From an optimization exercise on the open Yosys and OpenROAD flow, aimed at small area, a short achievable clock period and few clock cycles per item; shortcuts taken in it are not production practice.
In this exercise RTL edits were held to simulation tests only and were not proved equivalent to the original.

==> v4: inputs <==
==> flow/design.v <==
package rau_pkg;
    localparam int NUM_W = 32;    
    localparam int DEN_W = 31;    
    localparam int RES_W = 64;    
endpackage
module rau_front (
    input  logic         i_clk,
    input  logic         i_rst_n,
    input  logic         i_push,
    output logic         o_full,
    input  logic [1:0]   i_kind,
    input  logic [31:0]  i_a_num,
    input  logic [30:0]  i_a_den,
    input  logic [31:0]  i_b_num,
    input  logic [30:0]  i_b_den,
    input  logic         i_take,      
    output logic         o_ready,     
    output logic [62:0]  o_u,         
    output logic [61:0]  o_v,         
    output logic         o_neg,       
    output logic         o_bad,       
    output logic         o_zero       
);
    logic        r_busy;
    logic [4:0]  r_cnt;
    logic [1:0]  r_kind;
    logic [31:0] r_an;
    logic [30:0] r_ad;
    logic [31:0] r_bn;
    logic [30:0] r_bd;
    logic [63:0] r_acc;       
    logic [63:0] r_u;         
    logic        r_neg;
    logic        r_den;       
    logic [32:0] r_sx;        
    logic [2:0]  r_sl;        
    logic [2:0]  r_sh;        
    logic [3:0]  r_dctl;      
    logic        r_sen;       
    logic [37:0] r_pp;        
    logic        r_sshl;      
    logic        r_sclr;      
    logic        r_scopy;     
    logic        r_sfix;      
    logic        take_word;
    logic        sel_step;    
    logic        fix;         
    logic        ph_v;        
    logic        odd;         
    logic [2:0]  dsel;        
    logic        k01;
    logic        k3;
    logic [31:0] dsrc;
    logic [32:0] mx;
    logic [4:0]  dig;         
    logic [2:0]  bl;
    logic [2:0]  bh;
    logic        sub;
    logic        inv;
    logic [63:0] opa;
    logic [34:0] rl;
    logic [36:0] rh;
    logic [37:0] pp;
    logic [63:0] sum;
    function automatic logic [2:0] booth(input logic [2:0] b, input logic ng);
        logic one;
        logic two;
        one   = b[1] ^ b[0];
        two   = (b[2] & !b[1] & !b[0]) | (!b[2] & b[1] & b[0]);
        booth = {(b[2] ^ ng) & (one | two), two, one};
    endfunction
    function automatic logic [34:0] row(input logic [32:0] x, input logic [2:0] d);
        logic [34:0] xe;
        xe  = {{2{x[32]}}, x};
        row = (d[1] ? (xe << 1) : (d[0] ? xe : 35'd0)) ^ {35{d[2]}};
    endfunction
    assign o_ready   = r_busy && (r_cnt == 5'd27);
    assign o_full    = r_busy;
    assign take_word = i_push && !o_full;
    assign sel_step  = r_busy && (r_cnt <= 5'd24);
    assign fix       = (r_cnt == 5'd16);
    assign k01  = !r_kind[1];
    assign k3   = (r_kind == 2'd3);
    assign ph_v = r_cnt[4] && !fix;
    assign odd  = r_cnt[0] && !r_cnt[4];
    assign dsel = ph_v ? ~(r_cnt[2:0] - 3'd1) : ~r_cnt[3:1];
    always_comb begin
        if (ph_v) begin
            mx   = {2'b00, r_ad};
            dsrc = k3 ? r_bn : {1'b0, r_bd};
            sub  = k3 && r_bn[31];
        end else if (odd) begin
            mx   = {r_bn[31], r_bn};
            dsrc = {1'b0, r_ad};
            sub  = (r_kind == 2'd1);
        end else begin
            mx   = {r_an[31], r_an};
            dsrc = (r_kind == 2'd2) ? r_bn : {1'b0, r_bd};
            sub  = k3 && r_bn[31];
        end
        dig = {dsrc, 1'b0} >> (dsel*4);
        bl  = booth(dig[2:0], sub);
        bh  = booth(dig[4:2], sub);
    end
    always_ff @(posedge i_clk) begin
        if (!i_rst_n) begin
            r_den <= 1'b0;
            r_sen <= 1'b0;
        end else begin
            r_den <= sel_step;
            r_sen <= r_den;
        end
    end
    always_ff @(posedge i_clk) begin
        r_sx    <= mx;
        r_sl    <= fix ? 3'd0 : bl;
        r_sh    <= fix ? 3'd0 : bh;
        r_dctl  <= {!odd && !fix, (r_cnt == 5'd0) || (r_cnt == 5'd17), r_cnt == 5'd17, fix};
        r_pp    <= pp;
        {r_sshl, r_sclr, r_scopy, r_sfix} <= r_dctl;
    end
    always_comb begin
        rl = row(r_sx, r_sl);
        rh = {row(r_sx, r_sh), r_sh[2], r_sh[2]};
        pp = {rh[36], rh} + {{3{rl[34]}}, rl} + {37'd0, r_sh[2]} + {37'd0, r_sl[2]};
    end
    always_comb begin
        inv = r_sfix && r_acc[63];
        if (r_sclr)      opa = '0;
        else if (r_sshl) opa = r_acc << 4;
        else             opa = r_acc;
        opa = opa ^ {64{inv}};
    end
    rau_add #(.W(64)) u_add (
        .i_a (opa),
        .i_b ({{26{r_pp[37]}}, r_pp}),
        .i_c (inv),
        .o_s (sum)
    );
    always_ff @(posedge i_clk) begin
        if (!i_rst_n) begin
            r_busy <= 1'b0;
        end else if (take_word) begin
            r_busy <= 1'b1;
        end else if (o_ready && i_take) begin
            r_busy <= 1'b0;
        end
    end
    always_ff @(posedge i_clk) begin
        if (take_word) begin
            r_cnt <= 5'd0;
        end else if (r_busy && !o_ready) begin
            r_cnt <= r_cnt + ((!r_cnt[4] && !k01) ? 5'd2 : 5'd1);
        end
    end
    always_ff @(posedge i_clk) begin
        if (take_word) begin
            r_kind <= i_kind;
            r_an   <= i_a_num;
            r_ad   <= i_a_den;
            r_bn   <= i_b_num;
            r_bd   <= i_b_den;
        end
    end
    always_ff @(posedge i_clk) begin
        if (r_sen) begin
            r_acc <= sum;
            if (r_scopy) begin
                r_u <= r_acc;
            end
            if (r_sfix) begin
                r_neg <= r_acc[63];
            end
        end
    end
    assign o_u    = r_u[62:0];
    assign o_v    = r_acc[61:0];
    assign o_neg  = r_neg;
    assign o_bad  = (r_ad == '0) || (k3 ? (r_bn == '0) : (r_bd == '0));
    assign o_zero = (r_u == '0);
endmodule
module rau_add #(
    parameter int W = 64
) (
    input  logic [W-1:0] i_a,
    input  logic [W-1:0] i_b,
    input  logic         i_c,
    output logic [W-1:0] o_s
);
    localparam int L = 6;         
    logic [W-1:0] p;
    logic [W-1:0] g [L+1];
    logic [W-1:0] t [L+1];
    always_comb begin
        p    = i_a ^ i_b;
        g[0] = i_a & i_b;
        t[0] = p;
        g[0][0] = g[0][0] | (p[0] & i_c);
        for (int l = 1; l <= L; l++) begin
            for (int i = 0; i < W; i++) begin
                if ((i >> (l - 1)) & 1) begin
                    g[l][i] = g[l-1][i] | (t[l-1][i] & g[l-1][((i >> (l - 1)) << (l - 1)) - 1]);
                    t[l][i] = t[l-1][i] & t[l-1][((i >> (l - 1)) << (l - 1)) - 1];
                end else begin
                    g[l][i] = g[l-1][i];
                    t[l][i] = t[l-1][i];
                end
            end
        end
        o_s = p ^ {g[L][W-2:0], i_c};
    end
endmodule
module rau_back (
    input  logic         i_clk,
    input  logic         i_rst_n,
    input  logic         i_ready,     
    output logic         o_take,
    input  logic [62:0]  i_u,
    input  logic [61:0]  i_v,
    input  logic         i_neg,
    input  logic         i_bad,
    input  logic         i_zero,
    input  logic         i_pop,
    output logic         o_empty,
    output logic [63:0]  o_res_num,
    output logic [62:0]  o_res_den,
    output logic         o_valid_res
);
    logic        r_run;
    logic        r_done;
    logic        r_ok;
    logic [62:0] r_a;
    logic [62:0] r_b;
    logic [63:0] r_p0;
    logic [61:0] r_p1;
    logic [63:0] r_q0;
    logic [61:0] r_q1;
    logic        free;
    logic        ea;
    logic        eb;
    logic        m_c;
    logic        m_a;
    logic        m_b;
    logic        m_s;
    logic [63:0] dab;
    logic        ge;
    logic        eq;
    logic        lowz;
    logic [63:0] xin;
    logic [63:0] sx;
    logic [2:0]  sh;
    logic [62:0] a_nx;
    logic [62:0] b_nx;
    logic [63:0] s0;
    logic [61:0] s1;
    logic [63:0] pq0;
    logic [61:0] pq1;
    logic [63:0] t0;
    logic [61:0] t1;
    function automatic logic [2:0] ctz7(input logic [7:1] x);
        if (x[1])      ctz7 = 3'd1;
        else if (x[2]) ctz7 = 3'd2;
        else if (x[3]) ctz7 = 3'd3;
        else if (x[4]) ctz7 = 3'd4;
        else if (x[5]) ctz7 = 3'd5;
        else if (x[6]) ctz7 = 3'd6;
        else           ctz7 = 3'd7;
    endfunction
    assign free   = !r_run && (!r_done || i_pop);
    assign o_take = free && i_ready;
    assign ea  = !r_a[0];
    assign eb  = !r_b[0];
    assign m_c = ea && eb;
    assign m_a = ea && !eb;
    assign m_b = !ea && eb;
    assign m_s = !ea && !eb;
    rau_add #(.W(64)) u_dab (.i_a({1'b0, r_a}), .i_b({1'b1, ~r_b}), .i_c(1'b1), .o_s(dab));
    rau_add #(.W(64)) u_s0  (.i_a(r_p0), .i_b(r_q0), .i_c(1'b0), .o_s(pq0));
    rau_add #(.W(62)) u_s1  (.i_a(r_p1), .i_b(r_q1), .i_c(1'b0), .o_s(pq1));
    assign ge  = !dab[63];
    assign eq  = (r_a == r_b);
    always_comb begin
        logic [2:0] sh_s;
        logic [2:0] sh_a;
        logic [2:0] sh_b;
        lowz = m_s && ((r_a[7:1] ^ r_b[7:1]) == '0);
        sh_s = lowz ? 3'd0 : ctz7(r_a[7:1] ^ r_b[7:1]);
        sh_a = ctz7(r_a[7:1]);
        sh_b = ctz7(r_b[7:1]);
        if (!r_a[0] && !r_b[0]) sh = 3'd1;
        else if (!r_a[0])       sh = sh_a;
        else if (!r_b[0])       sh = sh_b;
        else                    sh = sh_s;
    end
    always_comb begin
        if (m_s)      xin = dab;
        else if (m_b) xin = {1'b0, r_b};
        else          xin = {1'b0, r_a};
        sx = $signed(xin) >>> sh;
        if (!(m_s && !ge)) a_nx = sx[62:0];
        else if (lowz)     a_nx = r_b;
        else               a_nx = ~sx[62:0] | 63'd1;
        if (m_c)                      b_nx = r_b >> 1;
        else if (m_b || (m_s && !ge)) b_nx = r_a;
        else                          b_nx = r_b;
    end
    always_comb begin
        logic       sel_q;
        logic [2:0] shp;
        sel_q = m_b || (m_s && !ge);
        shp   = m_c ? 3'd0 : sh;
        s0 = sel_q ? (r_q0 << shp) : (r_p0 << shp);
        s1 = sel_q ? (r_q1 << shp) : (r_p1 << shp);
        if (m_s && !(lowz && !ge)) begin
            t0 = pq0;
            t1 = pq1;
        end else if (m_s || m_b) begin
            t0 = r_p0;
            t1 = r_p1;
        end else begin
            t0 = r_q0;
            t1 = r_q1;
        end
    end
    always_ff @(posedge i_clk) begin
        if (!i_rst_n) begin
            r_run  <= 1'b0;
            r_done <= 1'b0;
        end else if (o_take) begin
            r_run  <= !(i_bad || i_zero);
            r_done <= i_bad || i_zero;
        end else if (r_run) begin
            if (m_s && eq) begin
                r_run  <= 1'b0;
                r_done <= 1'b1;
            end
        end else if (i_pop) begin
            r_done <= 1'b0;
        end
    end
    always_ff @(posedge i_clk) begin
        if (o_take) begin
            r_a  <= i_u;
            r_b  <= {1'b0, i_v};
            r_p0 <= i_neg ? {64{1'b1}} : 64'd1;
            r_p1 <= '0;
        end else begin
            r_a  <= a_nx;
            r_b  <= b_nx;
            r_p0 <= s0;
            r_p1 <= s1;
        end
    end
    always_ff @(posedge i_clk) begin
        if (o_take) begin
            r_ok <= !i_bad;
            r_q0 <= '0;
            r_q1 <= 62'd1;
        end else if (r_run) begin
            r_q0 <= t0;
            r_q1 <= t1;
        end
    end
    assign o_empty     = !r_done;
    assign o_res_num   = r_q0;
    assign o_res_den   = {1'b0, r_q1};
    assign o_valid_res = r_ok;
endmodule
module rational_arith_unit #(
    parameter int OPERAND_WIDTH = 32
) (
    input  logic                              i_clk,
    input  logic                              i_rst_n,
    input  logic                              push,
    output logic                              full,
    input  logic [1:0]                        i_kind,
    input  logic signed [rau_pkg::NUM_W-1:0]  i_a_num,
    input  logic [rau_pkg::DEN_W-1:0]         i_a_den,
    input  logic signed [rau_pkg::NUM_W-1:0]  i_b_num,
    input  logic [rau_pkg::DEN_W-1:0]         i_b_den,
    output logic                              empty,
    input  logic                              pop,
    output logic signed [rau_pkg::RES_W-1:0]  o_res_num,
    output logic [rau_pkg::RES_W-2:0]         o_res_den,
    output logic                              o_valid_res
);
    logic        take;
    logic        ready;
    logic [62:0] u;
    logic [61:0] v;
    logic        neg;
    logic        bad;
    logic        zero;
    rau_front u_front (
        .i_clk   (i_clk),
        .i_rst_n (i_rst_n),
        .i_push  (push),
        .o_full  (full),
        .i_kind  (i_kind),
        .i_a_num (i_a_num),
        .i_a_den (i_a_den),
        .i_b_num (i_b_num),
        .i_b_den (i_b_den),
        .i_take  (take),
        .o_ready (ready),
        .o_u     (u),
        .o_v     (v),
        .o_neg   (neg),
        .o_bad   (bad),
        .o_zero  (zero)
    );
    rau_back u_back (
        .i_clk       (i_clk),
        .i_rst_n     (i_rst_n),
        .i_ready     (ready),
        .o_take      (take),
        .i_u         (u),
        .i_v         (v),
        .i_neg       (neg),
        .i_bad       (bad),
        .i_zero      (zero),
        .i_pop       (pop),
        .o_empty     (empty),
        .o_res_num   (o_res_num),
        .o_res_den   (o_res_den),
        .o_valid_res (o_valid_res)
    );
endmodule
==> flow/flow/run.sh <==
#!/bin/bash
set -euo pipefail
bash standard.sh SETUP_SLACK_MARGIN=6 "BUFFER_PORTS_ARGS=-buffer_cell sky130_fd_sc_hd__buf_1" finish > flow_make.log 2>&1
==> flow/standard.sh <==
#!/bin/bash
# synth_recipe.tcl (not shown) runs the flow's synth.tcl, then flattens the netlist and writes it again
# the make line also repeats each setting of config.mk as NAME=value (left out here)
make -C /OpenROAD-flow-scripts/flow DESIGN_CONFIG=/design/flow/config.mk WORK_HOME=/design/flow/orfs CLKGATE_MAP_FILE= SYNTH_SCRIPT=/design/flow/synth_recipe.tcl "${@:-finish}"
==> flow/config.mk <==
export PLATFORM = sky130hd
export DESIGN_NAME = rational_arith_unit
export DESIGN_NICKNAME = rational_arith_unit
export VERILOG_FILES = /design/flow/design.v
export SDC_FILE = /design/flow/constraint.sdc
export NUM_CORES = 4
export LEC_CHECK = 0
export CAP_MARGIN = 20
export CORE_MARGIN = 2
export CORE_UTILIZATION = 60
export SLEW_MARGIN = 20
export TNS_END_PERCENT = 5
==> flow/constraint.sdc <==
create_clock -name core_clock -period 10.5 [get_ports {i_clk}]
set_input_delay 2.1000 -clock core_clock [delete_from_list [all_inputs] [get_ports {i_clk}]]
set_output_delay 2.1000 -clock core_clock [all_outputs]
set_load 0.01 [all_outputs]
==> inputs of v29, as changes to v4 <==
--- a/flow/design.v
+++ b/flow/design.v
@@ -30,6 +30,6 @@
     logic [30:0] r_bd;
-    logic [63:0] r_acc;       
-    logic [63:0] r_u;         
+    logic [63:0] r_u;
+    logic [61:0] r_v;
     logic        r_neg;
-    logic        r_den;       
+    logic        r_sen;       
     logic [32:0] r_sx;        
@@ -37,8 +37,5 @@
     logic [2:0]  r_sh;        
-    logic [3:0]  r_dctl;      
-    logic        r_sen;       
-    logic [37:0] r_pp;        
     logic        r_sshl;      
     logic        r_sclr;      
-    logic        r_scopy;     
+    logic        r_sv;        
     logic        r_sfix;      
@@ -46,3 +43,2 @@
     logic        sel_step;    
-    logic        fix;         
     logic        ph_v;        
@@ -60,5 +56,9 @@
     logic [63:0] opa;
-    logic [34:0] rl;
-    logic [36:0] rh;
-    logic [37:0] pp;
+    logic [63:0] xe;
+    logic [63:0] yl;
+    logic [63:0] yh;
+    logic [63:0] rl;
+    logic [63:0] rh;
+    logic [63:0] s1;
+    logic [63:0] c1;
     logic [63:0] sum;
@@ -71,17 +71,11 @@
     endfunction
-    function automatic logic [34:0] row(input logic [32:0] x, input logic [2:0] d);
-        logic [34:0] xe;
-        xe  = {{2{x[32]}}, x};
-        row = (d[1] ? (xe << 1) : (d[0] ? xe : 35'd0)) ^ {35{d[2]}};
-    endfunction
-    assign o_ready   = r_busy && (r_cnt == 5'd27);
-    assign o_full    = r_busy;
+    assign o_ready   = r_busy && (r_cnt == 5'd26);
+    assign o_full    = r_busy && !(o_ready && i_take);
     assign take_word = i_push && !o_full;
     assign sel_step  = r_busy && (r_cnt <= 5'd24);
-    assign fix       = (r_cnt == 5'd16);
     assign k01  = !r_kind[1];
     assign k3   = (r_kind == 2'd3);
-    assign ph_v = r_cnt[4] && !fix;
-    assign odd  = r_cnt[0] && !r_cnt[4];
-    assign dsel = ph_v ? ~(r_cnt[2:0] - 3'd1) : ~r_cnt[3:1];
+    assign ph_v = r_cnt[4];
+    assign odd  = r_cnt[0] && !ph_v;
+    assign dsel = ph_v ? ~r_cnt[2:0] : ~r_cnt[3:1];
     always_comb begin
@@ -106,7 +100,5 @@
         if (!i_rst_n) begin
-            r_den <= 1'b0;
             r_sen <= 1'b0;
         end else begin
-            r_den <= sel_step;
-            r_sen <= r_den;
+            r_sen <= sel_step;
         end
@@ -114,25 +106,32 @@
     always_ff @(posedge i_clk) begin
-        r_sx    <= mx;
-        r_sl    <= fix ? 3'd0 : bl;
-        r_sh    <= fix ? 3'd0 : bh;
-        r_dctl  <= {!odd && !fix, (r_cnt == 5'd0) || (r_cnt == 5'd17), r_cnt == 5'd17, fix};
-        r_pp    <= pp;
-        {r_sshl, r_sclr, r_scopy, r_sfix} <= r_dctl;
-    end
-    always_comb begin
-        rl = row(r_sx, r_sl);
-        rh = {row(r_sx, r_sh), r_sh[2], r_sh[2]};
-        pp = {rh[36], rh} + {{3{rl[34]}}, rl} + {37'd0, r_sh[2]} + {37'd0, r_sl[2]};
+        if (sel_step) begin
+            r_sx   <= mx;
+            r_sl   <= (r_cnt == 5'd24) ? 3'd0 : bl;
+            r_sh   <= (r_cnt == 5'd24) ? 3'd0 : bh;
+            r_sshl <= !odd && (r_cnt != 5'd24);
+            r_sclr <= (r_cnt == 5'd0) || (r_cnt == 5'd16);
+            r_sv   <= ph_v && (r_cnt != 5'd24);
+            r_sfix <= (r_cnt == 5'd24);
+        end
     end
     always_comb begin
-        inv = r_sfix && r_acc[63];
+        logic [63:0] acc;
+        inv = r_sfix && r_u[63];
+        acc = r_sv ? {2'b00, r_v} : r_u;
         if (r_sclr)      opa = '0;
-        else if (r_sshl) opa = r_acc << 4;
-        else             opa = r_acc;
+        else if (r_sshl) opa = acc << 4;
+        else             opa = acc;
         opa = opa ^ {64{inv}};
+        xe  = {{31{r_sx[32]}}, r_sx};
+        yl  = r_sl[1] ? (xe << 1) : (r_sl[0] ? xe : '0);
+        yh  = r_sh[1] ? (xe << 1) : (r_sh[0] ? xe : '0);
+        rl  = yl ^ {64{r_sl[2]}};
+        rh  = ((yh ^ {64{r_sh[2]}}) << 2) | {62'd0, r_sh[2], r_sh[2]};
+        s1  = opa ^ rl ^ rh;
+        c1  = (opa & rl) | (opa & rh) | (rl & rh);
     end
     rau_add #(.W(64)) u_add (
-        .i_a (opa),
-        .i_b ({{26{r_pp[37]}}, r_pp}),
-        .i_c (inv),
+        .i_a (s1),
+        .i_b ({c1[62:0], r_sl[2]}),
+        .i_c (r_sh[2] | inv),
         .o_s (sum)
@@ -152,3 +151,3 @@
         end else if (r_busy && !o_ready) begin
-            r_cnt <= r_cnt + ((!r_cnt[4] && !k01) ? 5'd2 : 5'd1);
+            r_cnt <= r_cnt + ((!ph_v && !k01) ? 5'd2 : 5'd1);
         end
@@ -166,8 +165,9 @@
         if (r_sen) begin
-            r_acc <= sum;
-            if (r_scopy) begin
-                r_u <= r_acc;
+            if (r_sv) begin
+                r_v <= sum[61:0];
+            end else begin
+                r_u <= sum;
             end
             if (r_sfix) begin
-                r_neg <= r_acc[63];
+                r_neg <= r_u[63];
             end
@@ -176,3 +176,3 @@
     assign o_u    = r_u[62:0];
-    assign o_v    = r_acc[61:0];
+    assign o_v    = r_v;
     assign o_neg  = r_neg;
@@ -245,7 +245,6 @@
     logic [63:0] dab;
+    logic [63:0] dba;
     logic        ge;
     logic        eq;
-    logic        lowz;
-    logic [63:0] xin;
-    logic [63:0] sx;
+    logic [62:0] xin;
     logic [2:0]  sh;
@@ -259,11 +258,2 @@
     logic [61:0] t1;
-    function automatic logic [2:0] ctz7(input logic [7:1] x);
-        if (x[1])      ctz7 = 3'd1;
-        else if (x[2]) ctz7 = 3'd2;
-        else if (x[3]) ctz7 = 3'd3;
-        else if (x[4]) ctz7 = 3'd4;
-        else if (x[5]) ctz7 = 3'd5;
-        else if (x[6]) ctz7 = 3'd6;
-        else           ctz7 = 3'd7;
-    endfunction
     assign free   = !r_run && (!r_done || i_pop);
@@ -277,2 +267,3 @@
     rau_add #(.W(64)) u_dab (.i_a({1'b0, r_a}), .i_b({1'b1, ~r_b}), .i_c(1'b1), .o_s(dab));
+    rau_add #(.W(64)) u_dba (.i_a({1'b0, r_b}), .i_b({1'b1, ~r_a}), .i_c(1'b1), .o_s(dba));
     rau_add #(.W(64)) u_s0  (.i_a(r_p0), .i_b(r_q0), .i_c(1'b0), .o_s(pq0));
@@ -282,37 +273,26 @@
     always_comb begin
-        logic [2:0] sh_s;
-        logic [2:0] sh_a;
-        logic [2:0] sh_b;
-        lowz = m_s && ((r_a[7:1] ^ r_b[7:1]) == '0);
-        sh_s = lowz ? 3'd0 : ctz7(r_a[7:1] ^ r_b[7:1]);
-        sh_a = ctz7(r_a[7:1]);
-        sh_b = ctz7(r_b[7:1]);
-        if (!r_a[0] && !r_b[0]) sh = 3'd1;
-        else if (!r_a[0])       sh = sh_a;
-        else if (!r_b[0])       sh = sh_b;
-        else                    sh = sh_s;
-    end
-    always_comb begin
-        if (m_s)      xin = dab;
-        else if (m_b) xin = {1'b0, r_b};
-        else          xin = {1'b0, r_a};
-        sx = $signed(xin) >>> sh;
-        if (!(m_s && !ge)) a_nx = sx[62:0];
-        else if (lowz)     a_nx = r_b;
-        else               a_nx = ~sx[62:0] | 63'd1;
-        if (m_c)                      b_nx = r_b >> 1;
+        if (m_s)      xin = ge ? dab[62:0] : dba[62:0];
+        else if (m_b) xin = r_b;
+        else          xin = r_a;
+        if (m_c || xin[1]) sh = 3'd1;
+        else if (xin[2])   sh = 3'd2;
+        else if (xin[3])   sh = 3'd3;
+        else if (xin[4])   sh = 3'd4;
+        else if (xin[5])   sh = 3'd5;
+        else if (xin[6])   sh = 3'd6;
+        else               sh = 3'd7;
+        a_nx = xin >> sh;
+        if (m_c)                    b_nx = r_b >> 1;
         else if (m_b || (m_s && !ge)) b_nx = r_a;
-        else                          b_nx = r_b;
+        else                        b_nx = r_b;
     end
     always_comb begin
-        logic       sel_q;
-        logic [2:0] shp;
+        logic sel_q;
         sel_q = m_b || (m_s && !ge);
-        shp   = m_c ? 3'd0 : sh;
-        s0 = sel_q ? (r_q0 << shp) : (r_p0 << shp);
-        s1 = sel_q ? (r_q1 << shp) : (r_p1 << shp);
-        if (m_s && !(lowz && !ge)) begin
+        s0 = (sel_q ? r_q0 : r_p0) << (m_c ? 3'd0 : sh);
+        s1 = (sel_q ? r_q1 : r_p1) << (m_c ? 3'd0 : sh);
+        if (m_s) begin
             t0 = pq0;
             t1 = pq1;
-        end else if (m_s || m_b) begin
+        end else if (m_b) begin
             t0 = r_p0;
==> flow/run.sh (new file) <==
#!/bin/bash
# synth_recipe.tcl (not shown) runs the flow's synth.tcl, then flattens the netlist and writes it again
# the make line also repeats each setting of config.mk as NAME=value (left out here)
make -C /OpenROAD-flow-scripts/flow DESIGN_CONFIG=/design/flow/config.mk WORK_HOME=/design/flow/orfs CLKGATE_MAP_FILE= SYNTH_SCRIPT=/design/flow/synth_recipe.tcl finish
CORE_UTILIZATION = 40   (was 60)
SETUP_SLACK_MARGIN = 5   (was default)
TNS_END_PERCENT = default   (was 5)
removed: flow/flow/run.sh
removed: flow/standard.sh
==> qor summary <==
| quantity | v4 | v29 |
|---|---|---|
| Run status | timing/DRC/antenna clean | timing/DRC/antenna clean |
| Worst Hold Slack | 325 ps | 492 ps |
| Post-synthesis adder-cell area fraction | 8.62% | 10.9% |
| Postcts setup bufs | 17 | 36 |
| End of the critical path | u_back.r_p0[5] | u_back.r_p0[30] |
| Seq/total area | 30.7% | 27.9% |
| Fraction of the mapped netlist area in simple logic gates | 18.4% | 13.9% |
| Detail-routed via count per cell | 6.49 | 6.04 |
| Data arrival time of the critical path | 5110 ps | 6040 ps |
| Pin count of the biggest net entering global routing | 238 | 162 |
| Post-route clock skew | 26.3 ps | 40.5 ps |
| Post-synthesis compound-gate area fraction | 21.2% | 21.3% |
| Bufs and invs on worst path | 4 | 5 |
| Buffer count excluding the clock tree in the final layout | 359 | 444 |
| Worst setup margin | 5950 ps | 5060 ps |
| GRT Overall Usage | 35.0% | 24.8% |
| Clock buf count | 110 | 116 |
Testbench counts of v4, summed over its fixed seeds: cycles 155,380, items 4,000.
Testbench counts of v29, summed over its fixed seeds: cycles 153,329, items 4,000.

static timing again, ports no longer ideal:
No port has a modelled driver above. Below, the same layouts with a new extraction and two added sets of constraints. Step 1 assumes that a clkbuf_16 drives the clock port and a buf_2 every other input. Step 2 adds t to the input delays and takes it off the output delays; t is the mean of the earliest and latest rising clock arrival at the registers after step 1. Input paths then give back, and output paths get back, about the clock's delay inside the block. Slacks: ideal ports / drivers / drivers and shift; pairs: ideal ports / drivers.
run | shift t [ns] | setup WS [ns] | worst hold slack (ns) | worst setup path at the end
v4 | 0.731 | 5.947 / 5.947 / 5.433 | 0.325 / 0.325 / 0.325 | input to register
v29 | 0.780 | 5.059 / 5.028 / 4.763 | 0.492 / 0.492 / 0.492 | input to register
After both steps setup and hold are still met in every run listed. For v4, which loses most, drivers alone change the setup slack by 0.000 ns; drivers and shift together by -0.514 ns.
